Context: an optimization exercise on an open-source flow, tuned for small area and a short achievable clock period. The choices shown serve that exercise and are no tape-out recipe. The RTL was checked by simulation tests, not by an equivalence proof against the original design.

$ cat flow/constraint.sdc
create_clock -name core_clock -period 30.0 [get_ports {clk}]
set_input_delay 6.0000 -clock core_clock [delete_from_list [all_inputs] [get_ports {clk}]]
set_output_delay 6.0000 -clock core_clock [all_outputs]
set_load 0.01 [all_outputs]
$ cat flow/run.sh
#!/bin/bash
# synth_recipe.tcl (not shown) runs the flow's synth.tcl, then flattens the netlist and writes it again
# the make line also repeats each setting of config.mk as NAME=value (left out here)
make -C /OpenROAD-flow-scripts/flow DESIGN_CONFIG=/design/flow/config.mk WORK_HOME=/design/flow/orfs CLKGATE_MAP_FILE= SYNTH_SCRIPT=/design/flow/synth_recipe.tcl finish
$ cat flow/design.v
module pe_pipelined #(
    parameter int unsigned W_DEPTH = 4,
    parameter int unsigned PIPE    = 2,
    localparam int unsigned ADDR_W = (W_DEPTH > 1) ? $clog2(W_DEPTH) : 1
) (
    input  logic              clk,
    input  logic              reset,
    input  logic              load_cfg,
    input  logic [2:0]        load_op,
    input  logic              load_wen,
    input  logic [ADDR_W-1:0] load_addr,
    input  logic [31:0]       load_data,
    input  logic              in_valid,
    output logic              in_ready,
    input  logic [31:0]       a,
    input  logic [31:0]       b,
    input  logic [31:0]       c,
    output logic              out_valid,
    input  logic              out_ready,
    output logic [31:0]       out_data,
    output logic              busy
);
    localparam logic [2:0] OP_ADD  = 3'b000;
    localparam logic [2:0] OP_MUL  = 3'b001;
    localparam logic [2:0] OP_FMA  = 3'b010;
    localparam logic [2:0] OP_SYS  = 3'b011;
    localparam logic [2:0] OP_ACC  = 3'b100;
    localparam logic [2:0] OP_RELU = 3'b101;
    localparam logic [31:0] FP_ONE   = 32'h3F80_0000;
    localparam logic [31:0] FP_NZERO = 32'h8000_0000;
    localparam logic [31:0] FP_QNAN  = 32'h7FC0_0000;
    localparam int unsigned FW = 77;
    function automatic logic [FW-1:0] shr_sticky(input logic [FW-1:0] v,
                                                 input logic [31:0] sh);
        logic [FW-1:0] r;
        logic [FW-1:0] mask;
        if (sh >= FW) begin
            r    = '0;
            r[0] = |v;
        end else begin
            mask = (FW'(1) << sh) - FW'(1);
            r    = v >> sh;
            r[0] = r[0] | (|(v & mask));
        end
        shr_sticky = r;
    endfunction
    function automatic logic [31:0] lzc(input logic [FW-1:0] v);
        logic [31:0] n;
        n = FW;
        for (int i = 0; i < FW; i++) begin
            if (v[i]) n = FW - 1 - i;
        end
        lzc = n;
    endfunction
    function automatic logic [31:0] fma32(input logic [31:0] x,
                                          input logic [31:0] y,
                                          input logic [31:0] z);
        logic          xs, ys, zs, ps, rs;
        logic [7:0]    xe, ye, ze, xe_eff, ye_eff, ze_eff;
        logic [22:0]   xm, ym, zm;
        logic          x_nan, y_nan, z_nan, x_inf, y_inf, z_inf;
        logic          x_zero, y_zero, z_zero;
        logic [23:0]   xsig, ysig, zsig;
        logic [47:0]   prod;
        logic [FW-1:0] fp, fz, mag, nrm;
        logic          g, st, rnd;
        logic [30:0]   body;
        logic [31:0]   res;
        int            tp, tz, big, e;
        logic [31:0]   lz;
        {xs, xe, xm} = x;
        {ys, ye, ym} = y;
        {zs, ze, zm} = z;
        x_nan  = (xe == 8'hFF) && (xm != 23'h0);
        y_nan  = (ye == 8'hFF) && (ym != 23'h0);
        z_nan  = (ze == 8'hFF) && (zm != 23'h0);
        x_inf  = (xe == 8'hFF) && (xm == 23'h0);
        y_inf  = (ye == 8'hFF) && (ym == 23'h0);
        z_inf  = (ze == 8'hFF) && (zm == 23'h0);
        x_zero = (xe == 8'h00) && (xm == 23'h0);
        y_zero = (ye == 8'h00) && (ym == 23'h0);
        z_zero = (ze == 8'h00) && (zm == 23'h0);
        ps     = xs ^ ys;
        xe_eff = (xe == 8'h00) ? 8'd1 : xe;
        ye_eff = (ye == 8'h00) ? 8'd1 : ye;
        ze_eff = (ze == 8'h00) ? 8'd1 : ze;
        xsig   = {xe != 8'h00, xm};
        ysig   = {ye != 8'h00, ym};
        zsig   = {ze != 8'h00, zm};
        prod   = 48'(xsig) * 48'(ysig);
        res  = 32'h0;
        fp   = '0;
        fz   = '0;
        mag  = '0;
        nrm  = '0;
        rs   = 1'b0;
        g    = 1'b0;
        st   = 1'b0;
        rnd  = 1'b0;
        body = '0;
        tp   = 0;
        tz   = 0;
        big  = 0;
        e    = 0;
        lz   = 0;
        if (x_nan || y_nan || z_nan) begin
            res = FP_QNAN;
        end else if (x_inf || y_inf) begin
            if (x_zero || y_zero)         res = FP_QNAN;
            else if (z_inf && (zs != ps)) res = FP_QNAN;
            else                          res = {ps, 8'hFF, 23'h0};
        end else if (z_inf) begin
            res = z;
        end else if (x_zero || y_zero) begin
            res = z_zero ? {ps & zs, 31'h0} : z;
        end else begin
            tp = $signed({24'h0, xe_eff}) + $signed({24'h0, ye_eff}) - 253;
            tz = $signed({24'h0, ze_eff}) - 127;
            fp = {1'b0, prod, 28'h0};
            fz = {1'b0, zsig, 52'h0};
            big = (z_zero || (tp > tz)) ? tp : tz;
            fp = shr_sticky(fp, $unsigned(big - tp));
            if (!z_zero) fz = shr_sticky(fz, $unsigned(big - tz));
            if (ps == zs) begin
                mag = fp + fz;
                rs  = ps;
            end else if (fp >= fz) begin
                mag = fp - fz;
                rs  = ps;
            end else begin
                mag = fz - fp;
                rs  = zs;
            end
            if (mag == '0) begin
                res = 32'h0;
            end else begin
                lz  = lzc(mag);
                e   = big + 128 - $signed(lz);
                nrm = mag << lz;
                if (e >= 255) begin
                    res = {rs, 8'hFF, 23'h0};
                end else begin
                    if (e < 1) begin
                        nrm = shr_sticky(nrm, $unsigned(1 - e));
                        e   = 0;
                    end
                    g    = nrm[52];
                    st   = |nrm[51:0];
                    rnd  = g & (st | nrm[53]);
                    body = {8'(e), nrm[75:53]} + 31'(rnd);
                    res  = {rs, body};
                end
            end
        end
        fma32 = res;
    endfunction
    logic [2:0]        cfg;
    logic [31:0]       wbank [W_DEPTH];
    logic [ADDR_W-1:0] wptr;
    logic [31:0]       acc;
    logic [PIPE-1:0]   vld;
    logic [PIPE-1:0]   vld_nxt;
    logic [31:0]       dat [PIPE];
    logic              stall;
    logic              accept;
    logic [31:0]       fx, fy, fz;
    logic [31:0]       fma_res;
    logic [31:0]       result;
    assign stall     = out_valid && !out_ready;
    assign in_ready  = !stall && !load_cfg && !load_wen;
    assign accept    = in_valid && in_ready;
    assign out_valid = vld[PIPE-1];
    assign out_data  = dat[PIPE-1];
    always_comb begin : operand_sel
        fx = a;
        fy = FP_ONE;
        fz = b;
        case (cfg)
            OP_MUL: begin
                fy = b;
                fz = FP_NZERO;
            end
            OP_FMA: begin
                fy = b;
                fz = c;
            end
            OP_SYS: begin
                fy = wbank[wptr];
                fz = b;
            end
            OP_ACC: begin
                fy = b;
                fz = acc;
            end
            default: ;
        endcase
    end
    assign fma_res = fma32(fx, fy, fz);
    always_comb begin : result_sel
        result = fma_res;
        case (cfg)
            OP_RELU: result = a[31] ? 32'h0 : a;
            3'b110,
            3'b111:  result = 32'h0;
            default: ;
        endcase
    end
    always_ff @(posedge clk or posedge reset) begin : ctrl_regs
        if (reset) begin
            cfg  <= OP_ADD;
            wptr <= '0;
            acc  <= '0;
        end else if (load_cfg) begin
            cfg  <= load_op;
            wptr <= '0;
            acc  <= '0;
        end else if (accept) begin
            if (cfg == OP_SYS) begin
                wptr <= (32'(wptr) == W_DEPTH - 1) ? '0 : wptr + ADDR_W'(1);
            end
            if (cfg == OP_ACC) acc <= fma_res;
        end
    end
    always_ff @(posedge clk or posedge reset) begin : weight_bank
        if (reset) begin
            for (int i = 0; i < W_DEPTH; i++) wbank[i] <= '0;
        end else if (load_wen && (32'(load_addr) < W_DEPTH)) begin
            wbank[load_addr] <= load_data;
        end
    end
    always_comb begin : valid_next
        vld_nxt = vld;
        if (!stall) begin
            vld_nxt[0] = accept;
            for (int i = 1; i < PIPE; i++) vld_nxt[i] = vld[i-1];
        end
    end
    always_ff @(posedge clk or posedge reset) begin : pipe_regs
        if (reset) begin
            vld  <= '0;
            busy <= 1'b0;
            for (int i = 0; i < PIPE; i++) dat[i] <= '0;
        end else begin
            vld  <= vld_nxt;
            busy <= |vld_nxt;
            if (!stall) begin
                if (accept) dat[0] <= result;
                for (int i = 1; i < PIPE; i++) dat[i] <= dat[i-1];
            end
        end
    end
endmodule
$ cat flow/config.mk
export PLATFORM = sky130hd
export DESIGN_NAME = pe_pipelined
export DESIGN_NICKNAME = pe_pipelined
export VERILOG_FILES = /design/flow/design.v
export SDC_FILE = /design/flow/constraint.sdc
export NUM_CORES = 4
export LEC_CHECK = 0
export CAP_MARGIN = 20
export CORE_MARGIN = 2
export CORE_UTILIZATION = 40
export SLEW_MARGIN = 20
==> impl_results.md <==
* Period utilization at 97.1%
* Routed wire length at 443000 um
* Setup TNS at 0 ns
* Pre-Repair DR Iteration Count at 10
* First-pass GRT wire length at 626000 um
* Clock-pin slew on the worst setup and hold paths at 0.07 ns
* Synth Instances at 10015
* WL/cell at 33.8 um
* Initial Util at 40.2%
* CTS buffer count at 22
* Register bit total from synthesis at 232
* R2r setup slk at 4.81 ns
* Vias in the first global route at 85872
* CP required at 30.41 ns
* Hold Fails Final Rpt at 0
* Vias at 89377
* Top cell type's share of synthesized area at 13.9%
* Nets at 11839
* Largest cells by area after synthesis: fa_1, ha_1, dfrtp_1
* Asr flop ratio synth at 100%
* Row count at 156
* Worst Setup Start Kind: input port
* Seq/Total Area, Yosys at 8.01%
* Remaining DRCs at 0
* Area of placed instances at 83700 sq um
* Count of cell types in the netlist at 145
* Worst-path fanout max at 12
* Worst Hold Depth at 2
* Area delta synth->final at 17.2%
* Fmax at 0.0343 GHz
* Run status: no timing/DRC/antenna violations
* Reg-to-Reg Start: wptr[0]
* Most frequent cells in the layout: nand2_1, buf_4, nor2_1
* Hold WS at 0.502 ns
* CTS Hold Buffers Added at 0
* Main synth FF type: dfrtp_1
* Initial antenna violation count at 22
* H-tree depth at 1
* CTS root buf: clkbuf_16
* DP HPWL at 363000 um
* Worst Path Class, Setup: in -> reg
* Yosys Warn Count at 3
* CTS tree: built
* Clock sink total at 232
* Die span in y at 430 um
* Critical Path Most Common Cell: buf_4
* Die ar. at 185000 sq um
* Tightest Pin Transition at 1.31 ns
* Fin crit period at 29.14 ns
* Drt via density at 6.82
* Relative slew slack at 12.3%
* Pins Over Slew Limit at 0
* Post-DRT Antenna Nets at 0
* Core Util, Final at 47.1%
* Grt total ovfl at 0
* Worst min path class: reg -> reg
* 1st-iter DRT viols at 13540
* Syn nets at 11130
* Largest net degree at the start of global routing at 85
* Biggest area consumer among synthesized cells: fa_1
* Layout fillers at 18393
* Max-cap violations at 0
* Core ar. at 180000 sq um
* Final Skew at 0.0319 ns
* Fraction of layout cells with a size suffix above 1 at 16.6%
* Fin area at 85000 sq um
* Maximum clock insertion buffer count at 3
* Reg-to-reg critical path endpoint: dat[0][24]
* Final setup fails at 0
* Hold Path End: acc[16]
* Mapped Area at 72500 sq um
* Worst hold start: acc[16]
* CP peak stage delay at 0.68 ns
* Port bufs at 173
* Commonest non-fill, non-tap cell in the layout: nand2_1
* RePlAce Congestion at 1.15
* Number of enable flip-flop cells after synthesis at 0
* Clk latency of the worst-skew pair at 0.56 ns
* Worst EP arrival at 29.56 ns
* I/O Pins at 174
* Avg Inst Size Synth at 7.24 sq um
* Worst r2r path cells at 108
* CP Capture Type: flip-flop
* Slowest cell on crit path: xnor2_1
* Gr usage total at 45.8%
* Die W at 430 um
==> registers in the layout, summed over array words and instances (netlist names) <==
name   count
wbank    128
vld        2
busy       1
wptr       2
cfg        3
acc       32
dat       64
==> final cells by class <==
cell class	count	area, sq um	share of cell area, %
Antenna cell	6	15.0	0.0177
Clock buffer	27	599	0.705
Clock inverter	11	181	0.214
Inverter	767	2890	3.41
Multi-Input combinational cell	8382	61900	72.8
Sequential cell	232	5810	6.83
Tap cell	2370	2970	3.49
Timing Repair Buffer	1319	10600	12.5
==> stage by stage <==
step / std cells / setup slack, ns
2_1_floorplan: 10015 / 1.37
3_3_place_gp: 13061 / 0.207
3_5_place_dp: 13062 / -0.158
4_1_cts: 13100 / 0.314
5_1_grt: 13112 / -0.162
6_report: 13114 / 0.856
==> worst max path at each step <==
stage / start / end / slack (ns) / cells after the start
4_1_cts: b[26] / dat[0][0] / 0.31 / 110
5_1_grt: b[0] / dat[0][0] / -0.16 / 106
3_5_place_dp: b[26] / dat[0][0] / -0.16 / 119
3_3_place_gp: b[28] / dat[0][0] / 0.21 / 115
2_1_floorplan: b[25] / dat[0][0] / 1.37 / 114
6_report: b[28] / dat[0][24] / 0.86 / 102
==> cell usage after synthesis (86+ instances only) <==
cell / instances
a211oi_1: 98
a21o_1: 129
a21oi_1: 741
a22oi_1: 86
a31oi_1: 109
and2_1: 211
buf_2: 90
clkbuf_1: 428
dfrtp_1: 232
fa_1: 505
ha_1: 471
inv_1: 744
mux2_2: 231
mux2i_1: 327
nand2_1: 1370
nand3_1: 253
nand4_1: 140
nor2_1: 857
nor3_1: 240
nor4_1: 87
o211ai_1: 96
o21ai_0: 579
o21bai_1: 109
o22ai_1: 188
xnor2_1: 146
==> kinds of logic after synthesis <==
logic type,after synthesis,synth area share (%)
compound gates,3015,27.7
xor+xnor,211,2.57
fa+ha+maj,976,22.1
buf+inv,1401,7.85
flops,232,8.01
mux,578,8.62
simple gates,3602,23.1
==> repair_timing <==
item                       4_1_cts  5_1_grt
resized for setup                0      105
setup buffers                    0        6
setup endpoints to repair        0       62
==> metal layers <==
layer	share of wire (%)	vias to the layer above	GRT usage (%)
met5	0.026	-	0
met4	8.2	16	28.5
met3	12	1641	11.7
met2	41	6858	68.2
met1	39	43510	59.3
li1	-	37352	-
==> critical path: cells and delay by family <==
kind / cells / cell delay, ns
simple gates: 29 / 6.78
mux: 3 / 1.36
xor+xnor: 2 / 0.78
fa+ha+maj: 12 / 4.11
buf+inv: 20 / 3.30
compound gates: 36 / 7.17

==> static timing again, ports no longer ideal <==
Ports are ideal in the flow. The routed layout listed here was re-timed in OpenROAD. Step 1, drivers: a clkbuf_16 drives clk and a buf_2 each remaining input, both assumed. Step 2, shift: input delay + t, output delay - t, t = (earliest + latest rising clock arrival at the registers) / 2. This alone moves slack from input paths to output paths. a / b / c = ideal / step 1 / step 2; a / b = the first two.
t, ns: 0.595
setup WS [ns]: 0.856 / 0.880 / 0.285
latest minus earliest clock arrival (ns): 0.032 / 0.032
After both steps setup and hold are still met in this run. For this run, drivers alone change the setup slack by +0.024 ns; drivers and shift together by -0.571 ns.
